What follows belongs to an exercise in optimizing a design on an open flow for small area, a short achievable clock period and few clock cycles; a production flow would make more cautious choices.
Function was checked by simulation only, so behaviour that the tests miss may differ from the original.
No activity file was given, so power comes from the tool's default toggle rates.

## sorted_word_table_binary_search_top
module sorted_word_table_binary_search_top #(
  parameter int TABLE_DEPTH = swt_pkg::TABLE_DEPTH_DEF,
  parameter int WORD_CHARS  = swt_pkg::WORD_CHARS_DEF
) (
  input  logic                              clk,
  input  logic                              rst_n,
  input  logic                              in_tvalid,
  output logic                              in_tready,
  input  logic                              in_tuser,    
  input  logic [swt_pkg::IN_TDATA_W-1:0]    in_tdata,    
  output logic                              out_tvalid,
  input  logic                              out_tready,
  output logic [swt_pkg::OUT_TDATA_W-1:0]   out_tdata,   
  input  logic                              cfg_valid,
  output logic                              cfg_ready,
  input  logic [swt_pkg::COUNT_W-1:0]       cfg_data
);
  localparam int CW = swt_pkg::CHAR_W;
  localparam int NC = WORD_CHARS;
  localparam int W  = CW * NC;
  localparam int D  = TABLE_DEPTH;
  localparam int AW = $clog2(TABLE_DEPTH);
  localparam int QD = swt_pkg::QDEPTH;
  localparam int OW = 1 + AW;                  
  localparam logic [D*D*(D+1)-1:0] ANC = 4352'h0000400020000000080000000000000000800000000000000000000000000000000000000000300000000c0000000000000000c00000000000000000000000000000000000000000000004000c0001000000000000c00010000000000000000000000000000000000000300000000d0001000040000000c0001800000000000000000000000000000000000000000400000001400040001000c00018000200000000000000000000000000000000000000000d0000000350001800c00018000300000000000000000000000000000000000000000c0001400000005c00c20018000300004000000000000000000000000000000000000c0001000340000000d300188003000060000000000000000000000000000000000000000100004000580000001ec0032000600008000000000000000000000000000000000000000000001800c200000033b000600c0c000000000000000000000000000000000000000000000000c2001880000006640c0c018100000000000000000000000000000000000000000000c0001800333000000ccd01e180000000000000000000000000000000000000000000c000180003000664000001f9c00c2000000000000000000000000000000000000000c0001800030000600c0c0000030f3000000000000000000000000000000000000000c0001800030000600c0c01e180000078640000000000000000000000000000000000c0001800030000600c0c01e1830f300000;
  ...
==> module swt_digit_cmp, before the edit <==
module swt_digit_cmp #(
  parameter int W = 32           
) (
  input  logic [W-1:0] a,
  input  logic [W-1:0] b,
  output logic         eq,
  output logic         lt
);
  localparam int N = W / 2;
  localparam int L = $clog2(N);
  logic [2*N-2:0] e, l;
  function automatic logic [1:0] digit_cmp(input logic [1:0] x, input logic [1:0] y);
    unique case ({x, y})
      4'b0000, 4'b0101, 4'b1010, 4'b1111:                 digit_cmp = 2'b10;
      4'b0001, 4'b0010, 4'b0011, 4'b0110, 4'b0111, 4'b1011: digit_cmp = 2'b01;
      default:                                             digit_cmp = 2'b00;
    endcase
  endfunction
  for (genvar j = 0; j < N; j++) begin : g_digit
    assign {e[j], l[j]} = digit_cmp(a[2*j+1 -: 2], b[2*j+1 -: 2]);
  end
  for (genvar s = 1; s <= L; s++) begin : g_level
    localparam int O  = 2*N - ((2*N) >> s);         
    localparam int OP = 2*N - ((2*N) >> (s - 1));   
    for (genvar j = 0; j < (N >> s); j++) begin : g_node
      assign e[O+j] = e[OP+2*j+1] && e[OP+2*j];
      assign l[O+j] = l[OP+2*j+1] || (e[OP+2*j+1] && l[OP+2*j]);
    end
  end
  assign eq = e[2*N-2];
  assign lt = l[2*N-2];
endmodule
clock: 5.0 ns
lec_check: 0
cap_margin: 20
core_margin: 2
core_utilization: 40
cts_cluster_diameter: 100
cts_cluster_size: 25
setup_slack_margin: 3.0
slew_margin: 20
tns_end_percent: 100
run.sh (not shown) runs the stock make flow with config.mk's settings and CLKGATE_MAP_FILE= SYNTH_SCRIPT=/design/flow/synth_recipe.tcl, a recipe that flattens the netlist after the stock synthesis.
Testbench counts at the start, summed over its fixed seeds: cycles 2,080.
Edit:
--- a/flow/design.v
+++ b/flow/design.v
@@ -40,38 +40,17 @@
     end
   end
 endmodule
 module swt_digit_cmp #(
-  parameter int W = 32           
+  parameter int W = 16
 ) (
   input  logic [W-1:0] a,
   input  logic [W-1:0] b,
   output logic         eq,
   output logic         lt
 );
-  localparam int N = W / 2;
-  localparam int L = $clog2(N);
-  logic [2*N-2:0] e, l;
-  function automatic logic [1:0] digit_cmp(input logic [1:0] x, input logic [1:0] y);
-    unique case ({x, y})
-      4'b0000, 4'b0101, 4'b1010, 4'b1111:                 digit_cmp = 2'b10;
-      4'b0001, 4'b0010, 4'b0011, 4'b0110, 4'b0111, 4'b1011: digit_cmp = 2'b01;
-      default:                                             digit_cmp = 2'b00;
-    endcase
-  endfunction
-  for (genvar j = 0; j < N; j++) begin : g_digit
-    assign {e[j], l[j]} = digit_cmp(a[2*j+1 -: 2], b[2*j+1 -: 2]);
-  end
-  for (genvar s = 1; s <= L; s++) begin : g_level
-    localparam int O  = 2*N - ((2*N) >> s);         
-    localparam int OP = 2*N - ((2*N) >> (s - 1));   
-    for (genvar j = 0; j < (N >> s); j++) begin : g_node
-      assign e[O+j] = e[OP+2*j+1] && e[OP+2*j];
-      assign l[O+j] = l[OP+2*j+1] || (e[OP+2*j+1] && l[OP+2*j]);
-    end
-  end
-  assign eq = e[2*N-2];
-  assign lt = l[2*N-2];
+  assign eq = (a == b);
+  assign lt = (a < b);
 endmodule
 module sorted_word_table_binary_search_top #(
   parameter int TABLE_DEPTH = swt_pkg::TABLE_DEPTH_DEF,
   parameter int WORD_CHARS  = swt_pkg::WORD_CHARS_DEF
Flip-flop and latch count stays the same.
Worst setup slack gets better by 0.087 ns.
Wire length came out lower by about 7%.
Total power came out lower by 4.6%.
Register-to-register slack gets better by 0.17 ns.
Worst hold slack gets better by 0.077 ns.
Clock skew came out higher by 0.0090 ns.
Sequential share of layout area came out higher by 0.83 points.
Testbench counts after the change, summed over its fixed seeds: cycles 2,080.

* * *

## rev 12
The RTL this note starts from:
==> flow/design.v <==
package swt_pkg;
  localparam int TABLE_DEPTH_DEF = 16;
  localparam int WORD_CHARS_DEF  = 8;
  localparam int CHAR_W      = 8;
  localparam int WORD_W      = 64;
  localparam int INDEX_W     = 4;
  localparam int COUNT_W     = 5;
  localparam int IN_TDATA_W  = 72;    
  localparam int OUT_TDATA_W = 8;     
  localparam logic [COUNT_W-1:0] ENTRY_COUNT_RST = 5'd10;
  localparam logic CMD_LOAD   = 1'b0;
  localparam logic CMD_SEARCH = 1'b1;
  localparam int QDEPTH = 5;
endpackage
module swt_table #(
  parameter int DEPTH = 16,
  parameter int WIDTH = 64,
  localparam int AW   = $clog2(DEPTH),
  localparam int HW   = WIDTH / 2
) (
  input  logic             clk,
  input  logic [DEPTH-1:0] we,         
  input  logic [DEPTH-1:0] keep,       
  input  logic [WIDTH-1:0] wr_data,    
  output logic [DEPTH-1:0] eq_hi,      
  output logic [DEPTH-1:0] lt_hi,      
  output logic [DEPTH-1:0] eq_lo,
  output logic [DEPTH-1:0] lt_lo
);
  logic [DEPTH-1:0][WIDTH-1:0] mem;
  for (genvar i = 0; i < DEPTH; i++) begin : g_ent
    always_ff @(posedge clk) begin
      mem[i] <= ({WIDTH{we[i]}} & wr_data) | ({WIDTH{keep[i]}} & mem[i]);
    end
    swt_digit_cmp #(.W(HW)) u_cmp_hi (
      .a  (mem[i][WIDTH-1:HW]),
      .b  (wr_data[WIDTH-1:HW]),
      .eq (eq_hi[i]),
      .lt (lt_hi[i])
    );
    swt_digit_cmp #(.W(HW)) u_cmp_lo (
      .a  (mem[i][HW-1:0]),
      .b  (wr_data[HW-1:0]),
      .eq (eq_lo[i]),
      .lt (lt_lo[i])
    );
  end
endmodule
module swt_digit_cmp #(
  parameter int W = 32
) (
  input  logic [W-1:0] a,
  input  logic [W-1:0] b,
  output logic         eq,
  output logic         lt
);
  assign eq = (a == b);
  assign lt = (a < b);
endmodule
module sorted_word_table_binary_search_top #(
  parameter int TABLE_DEPTH = swt_pkg::TABLE_DEPTH_DEF,
  parameter int WORD_CHARS  = swt_pkg::WORD_CHARS_DEF
) (
  input  logic                              clk,
  input  logic                              rst_n,
  input  logic                              in_tvalid,
  output logic                              in_tready,
  input  logic                              in_tuser,    
  input  logic [swt_pkg::IN_TDATA_W-1:0]    in_tdata,    
  output logic                              out_tvalid,
  input  logic                              out_tready,
  output logic [swt_pkg::OUT_TDATA_W-1:0]   out_tdata,   
  input  logic                              cfg_valid,
  output logic                              cfg_ready,
  input  logic [swt_pkg::COUNT_W-1:0]       cfg_data
);
  localparam int CW = swt_pkg::CHAR_W;
  localparam int NC = WORD_CHARS;
  localparam int W  = CW * NC;
  localparam int D  = TABLE_DEPTH;
  localparam int AW = $clog2(TABLE_DEPTH);
  localparam int QD = swt_pkg::QDEPTH;
  localparam int OW = 1 + AW;                  
  localparam logic [D*D*(D+1)-1:0] ANC = 4352'h0000400020000000080000000000000000800000000000000000000000000000000000000000300000000c0000000000000000c00000000000000000000000000000000000000000000004000c0001000000000000c00010000000000000000000000000000000000000300000000d0001000040000000c0001800000000000000000000000000000000000000000400000001400040001000c00018000200000000000000000000000000000000000000000d0000000350001800c00018000300000000000000000000000000000000000000000c0001400000005c00c20018000300004000000000000000000000000000000000000c0001000340000000d300188003000060000000000000000000000000000000000000000100004000580000001ec0032000600008000000000000000000000000000000000000000000001800c200000033b000600c0c000000000000000000000000000000000000000000000000c2001880000006640c0c018100000000000000000000000000000000000000000000c0001800333000000ccd01e180000000000000000000000000000000000000000000c000180003000664000001f9c00c2000000000000000000000000000000000000000c0001800030000600c0c0000030f3000000000000000000000000000000000000000c0001800030000600c0c01e180000078640000000000000000000000000000000000c0001800030000600c0c01e1830f300000;
  localparam logic [(D+1)*D-1:0] WIN = 272'hffff7fff3fff1fff0fff07ff03ff01ff00ff007f003f001f000f0007000300010000;
  logic [swt_pkg::COUNT_W-1:0] n_r;
  assign cfg_ready = 1'b1;
  always_ff @(posedge clk) begin
    if (!rst_n) begin
      n_r <= swt_pkg::ENTRY_COUNT_RST;
    end else if (cfg_valid) begin
      n_r <= (cfg_data > swt_pkg::COUNT_W'(D)) ? swt_pkg::COUNT_W'(D) : cfg_data;
    end
  end
  logic            rdy_r;
  logic            accept;
  logic [NC-1:0]   nz, keep;
  logic [W-1:0]    canon;
  assign in_tready = rdy_r;
  assign accept    = in_tvalid && rdy_r;
  always_comb begin
    for (int c = 0; c < NC; c++) begin
      nz[c] = |in_tdata[swt_pkg::INDEX_W + c*CW +: CW];
    end
    keep[NC-1] = nz[NC-1];
    for (int c = NC-2; c >= 0; c--) begin
      keep[c] = keep[c+1] && nz[c];
    end
    for (int c = 0; c < NC; c++) begin
      canon[c*CW +: CW] = keep[c] ? in_tdata[swt_pkg::INDEX_W + c*CW +: CW] : '0;
    end
  end
  logic            q_v, q_cmd;
  logic [D-1:0]    q_we, q_keep;
  logic [W-1:0]    q_w;
  always_ff @(posedge clk) begin
    if (!rst_n) begin
      q_v    <= 1'b0;
      q_we   <= '0;
      q_keep <= '1;
    end else begin
      q_v <= accept;
      for (int i = 0; i < D; i++) begin
        q_we[i]   <=   accept && (in_tuser == swt_pkg::CMD_LOAD) && (in_tdata[AW-1:0] == AW'(i));
        q_keep[i] <= !(accept && (in_tuser == swt_pkg::CMD_LOAD) && (in_tdata[AW-1:0] == AW'(i)));
      end
    end
    q_cmd <= in_tuser;
    q_w   <= canon;
  end
  logic [D-1:0] eq_hi, lt_hi, eq_lo, lt_lo;
  swt_table #(
    .DEPTH (D),
    .WIDTH (W)
  ) u_table (
    .clk     (clk),
    .we      (q_we),
    .keep    (q_keep),
    .wr_data (q_w),
    .eq_hi   (eq_hi),
    .lt_hi   (lt_hi),
    .eq_lo   (eq_lo),
    .lt_lo   (lt_lo)
  );
  logic            k_v, k_cmd;
  logic [D-1:0]    k_eq_hi, k_lt_hi, k_eq_lo, k_lt_lo;
  always_ff @(posedge clk) begin
    if (!rst_n) k_v <= 1'b0;
    else        k_v <= q_v;
    k_cmd   <= q_cmd;
    k_eq_hi <= eq_hi;
    k_lt_hi <= lt_hi;
    k_eq_lo <= eq_lo;
    k_lt_lo <= lt_lo;
  end
  logic [D-1:0]        eq, lt, gt, win, hit;
  logic [D-1:0][D-1:0] ok;       
  assign eq  = k_eq_hi & k_eq_lo;
  assign lt  = k_lt_hi | (k_eq_hi & k_lt_lo);
  assign gt  = ~lt & ~eq;
  assign win = WIN[n_r*D +: D];
  for (genvar i = 0; i < D; i++) begin : g_hit
    for (genvar a = 0; a < D; a++) begin : g_anc
      localparam logic [D:0] T = ANC[(i*D + a)*(D+1) +: D+1];
      if (a == i || T == '0) begin : g_none
        assign ok[i][a] = 1'b1;
      end else if (a > i) begin : g_left
        assign ok[i][a] = !T[n_r] || gt[a];
      end else begin : g_right
        assign ok[i][a] = !T[n_r] || lt[a];
      end
    end
    assign hit[i] = (k_cmd == swt_pkg::CMD_SEARCH) && win[i] && eq[i] && (&ok[i]);
  end
  logic            h_v;
  logic [D-1:0]    h_hit;
  logic [OW-1:0]   res;
  always_ff @(posedge clk) begin
    if (!rst_n) h_v <= 1'b0;
    else        h_v <= k_v;
    h_hit <= hit;
  end
  always_comb begin
    res = '0;
    for (int i = 0; i < D; i++) begin
      if (h_hit[i]) res = res | OW'({AW'(i), 1'b1});
    end
  end
  logic [QD-1:0]           qv_r, qv_nxt;
  logic [QD-1:0][OW-1:0]   qd_r, qd_nxt;
  logic                    pop;
  logic [$clog2(QD+1)-1:0] occ_r, occ_nxt;
  assign pop = out_tready && qv_r[0];
  always_comb begin
    for (int k = 0; k < QD; k++) begin
      logic up_v, below_v, below_pop_v;
      logic [OW-1:0] up_d;
      up_v        = (k + 1 < QD) ? qv_r[(k + 1) % QD] : 1'b0;
      up_d        = qd_r[(k + 1) % QD];
      below_v     = (k == 0) || qv_r[(k + QD - 1) % QD];
      below_pop_v = (k == 0) || qv_r[k];
      if (pop) begin
        qv_nxt[k] = up_v || (h_v && below_pop_v);
        qd_nxt[k] = up_v ? up_d : res;
      end else begin
        qv_nxt[k] = qv_r[k] || (h_v && below_v);
        qd_nxt[k] = qv_r[k] ? qd_r[k] : res;
      end
    end
  end
  always_ff @(posedge clk) begin
    if (!rst_n) qv_r <= '0;
    else        qv_r <= qv_nxt;
    qd_r <= qd_nxt;
  end
  assign occ_nxt = occ_r + (accept ? 1'b1 : 1'b0) - (pop ? 1'b1 : 1'b0);
  always_ff @(posedge clk) begin
    if (!rst_n) begin
      occ_r <= '0;
      rdy_r <= 1'b1;
    end else begin
      occ_r <= occ_nxt;
      rdy_r <= (occ_nxt < QD);
    end
  end
  assign out_tvalid = qv_r[0];
  assign out_tdata  = swt_pkg::OUT_TDATA_W'(qd_r[0]);
endmodule
export LEC_CHECK = 0
export CAP_MARGIN = 20
export CORE_MARGIN = 2
export CORE_UTILIZATION = 40
export CTS_CLUSTER_DIAMETER = 100
export CTS_CLUSTER_SIZE = 30
export SETUP_SLACK_MARGIN = 2.6
export SLEW_MARGIN = 20
export TNS_END_PERCENT = 100
create_clock -name core_clock -period 5.0 [get_ports {clk}]
Rev 12 reached the final stage; the timing, design-rule and antenna checks on its layout passed.
Testbench counts of rev 12, summed over its fixed seeds: cycles 2,080.
### rev 12 -> rev 13
diff --git a/flow/design.v b/flow/design.v
--- a/flow/design.v
+++ b/flow/design.v
@@ -18,10 +18,10 @@
   localparam int AW   = $clog2(DEPTH),
   localparam int HW   = WIDTH / 2
 ) (
   input  logic             clk,
-  input  logic [DEPTH-1:0] we,         
-  input  logic [DEPTH-1:0] keep,       
+  input  logic             wr_en,
+  input  logic [AW-1:0]    wr_addr,
   input  logic [WIDTH-1:0] wr_data,    
   output logic [DEPTH-1:0] eq_hi,      
   output logic [DEPTH-1:0] lt_hi,      
   output logic [DEPTH-1:0] eq_lo,
@@ -29,9 +29,11 @@
 );
   logic [DEPTH-1:0][WIDTH-1:0] mem;
   for (genvar i = 0; i < DEPTH; i++) begin : g_ent
     always_ff @(posedge clk) begin
-      mem[i] <= ({WIDTH{we[i]}} & wr_data) | ({WIDTH{keep[i]}} & mem[i]);
+      if (wr_en && (wr_addr == AW'(i))) begin
+        mem[i] <= wr_data;
+      end
     end
     swt_digit_cmp #(.W(HW)) u_cmp_hi (
       .a  (mem[i][WIDTH-1:HW]),
       .b  (wr_data[WIDTH-1:HW]),
@@ -110,33 +112,25 @@
       canon[c*CW +: CW] = keep[c] ? in_tdata[swt_pkg::INDEX_W + c*CW +: CW] : '0;
     end
   end
   logic            q_v, q_cmd;
-  logic [D-1:0]    q_we, q_keep;
+  logic [AW-1:0]   q_idx;
   logic [W-1:0]    q_w;
   always_ff @(posedge clk) begin
-    if (!rst_n) begin
-      q_v    <= 1'b0;
-      q_we   <= '0;
-      q_keep <= '1;
-    end else begin
-      q_v <= accept;
-      for (int i = 0; i < D; i++) begin
-        q_we[i]   <=   accept && (in_tuser == swt_pkg::CMD_LOAD) && (in_tdata[AW-1:0] == AW'(i));
-        q_keep[i] <= !(accept && (in_tuser == swt_pkg::CMD_LOAD) && (in_tdata[AW-1:0] == AW'(i)));
-      end
-    end
+    if (!rst_n) q_v <= 1'b0;
+    else        q_v <= accept;
     q_cmd <= in_tuser;
+    q_idx <= in_tdata[AW-1:0];
     q_w   <= canon;
   end
   logic [D-1:0] eq_hi, lt_hi, eq_lo, lt_lo;
   swt_table #(
     .DEPTH (D),
     .WIDTH (W)
   ) u_table (
     .clk     (clk),
-    .we      (q_we),
-    .keep    (q_keep),
+    .wr_en   (q_v && (q_cmd == swt_pkg::CMD_LOAD)),
+    .wr_addr (q_idx),
     .wr_data (q_w),
     .eq_hi   (eq_hi),
     .lt_hi   (lt_hi),
     .eq_lo   (eq_lo),
==> comparison <==
No stage failed in rev 13, and the final checks on the layout all came back clean. Share of the final layout cell area in sequential cells ends up lower on rev 12. Rev 13 falls short of rev 12 in fmax. In the metrics for rev 12 and rev 13, the one carrying the lower count of instances resized after the clock tree is built is rev 12. For rev 13, the cell with the biggest individual delay on the critical path was dfxtp_2, unlike rev 12, where it was nor4_4. For half-perimeter wire length of the detailed placement result, dividing the value from rev 12 by the value from rev 13 gives 1.12. In the tables for rev 12 and rev 13, part of the total power dissipated in combinational logic reads lower with rev 13. For the slew at the pin closest to its max-slew limit, rev 13 came in 0.12 ns lower than rev 12 did. [compare] base=rev 12 new=rev 13: number of buffers other than clock buffers in the final layout shows an increase of about 22%, via count of the first global-routing pass decreased by 15% relative to the old numbers, area of the die moved down. Share of total power in the clock network delta for rev 13 relative to rev 12: 6.1 points higher. Rev 13 vs rev 12 — share of synthesized area occupied by flip-flops and latches rose 17 points. The synthesized cell count in rev 12 is 1.3 times that in rev 13.
Testbench counts of rev 13, summed over its fixed seeds: cycles 2,080.

afterwards: timing with drivers on the ports:
In the flow no input, the clock included, has a driving cell. The finished layouts below were timed again as built, in two steps. Step 1 (the two cells are an assumption about what drives the block):
set clk [get_ports {clk}]
set_driving_cell -lib_cell sky130_fd_sc_hd__clkbuf_16 $clk
set_driving_cell -lib_cell sky130_fd_sc_hd__buf_2 [delete_from_list [all_inputs] $clk]
Step 2 moves the port delays by t, midway between the first and last clock arrival at a register: inputs arrive t later, outputs are due t later. That takes back most of the time a late clock gives input paths. Slacks: no drivers / after step 1 / after step 2; pairs: no drivers / after step 1.
| run | shift t [ns] | slack for setup (ns) | slew at the worst register clock pin (ns) |
|---|---|---|---|
| the first run of note 1 | 0.787 | 2.753 / 2.706 / 2.236 | 0.11 / 0.11 |
| the second run of note 1 | 0.814 | 2.841 / 2.751 / 2.304 | 0.11 / 0.11 |
| rev 12 | 0.776 | 2.591 / 2.591 / 1.996 | 0.12 / 0.12 |
| rev 13 | 0.774 | 2.566 / 2.566 / 1.871 | 0.12 / 0.12 |
After both steps every run listed still meets setup and hold. For rev 13, which loses most, drivers alone change the setup slack by 0.000 ns; drivers and shift together by -0.695 ns.
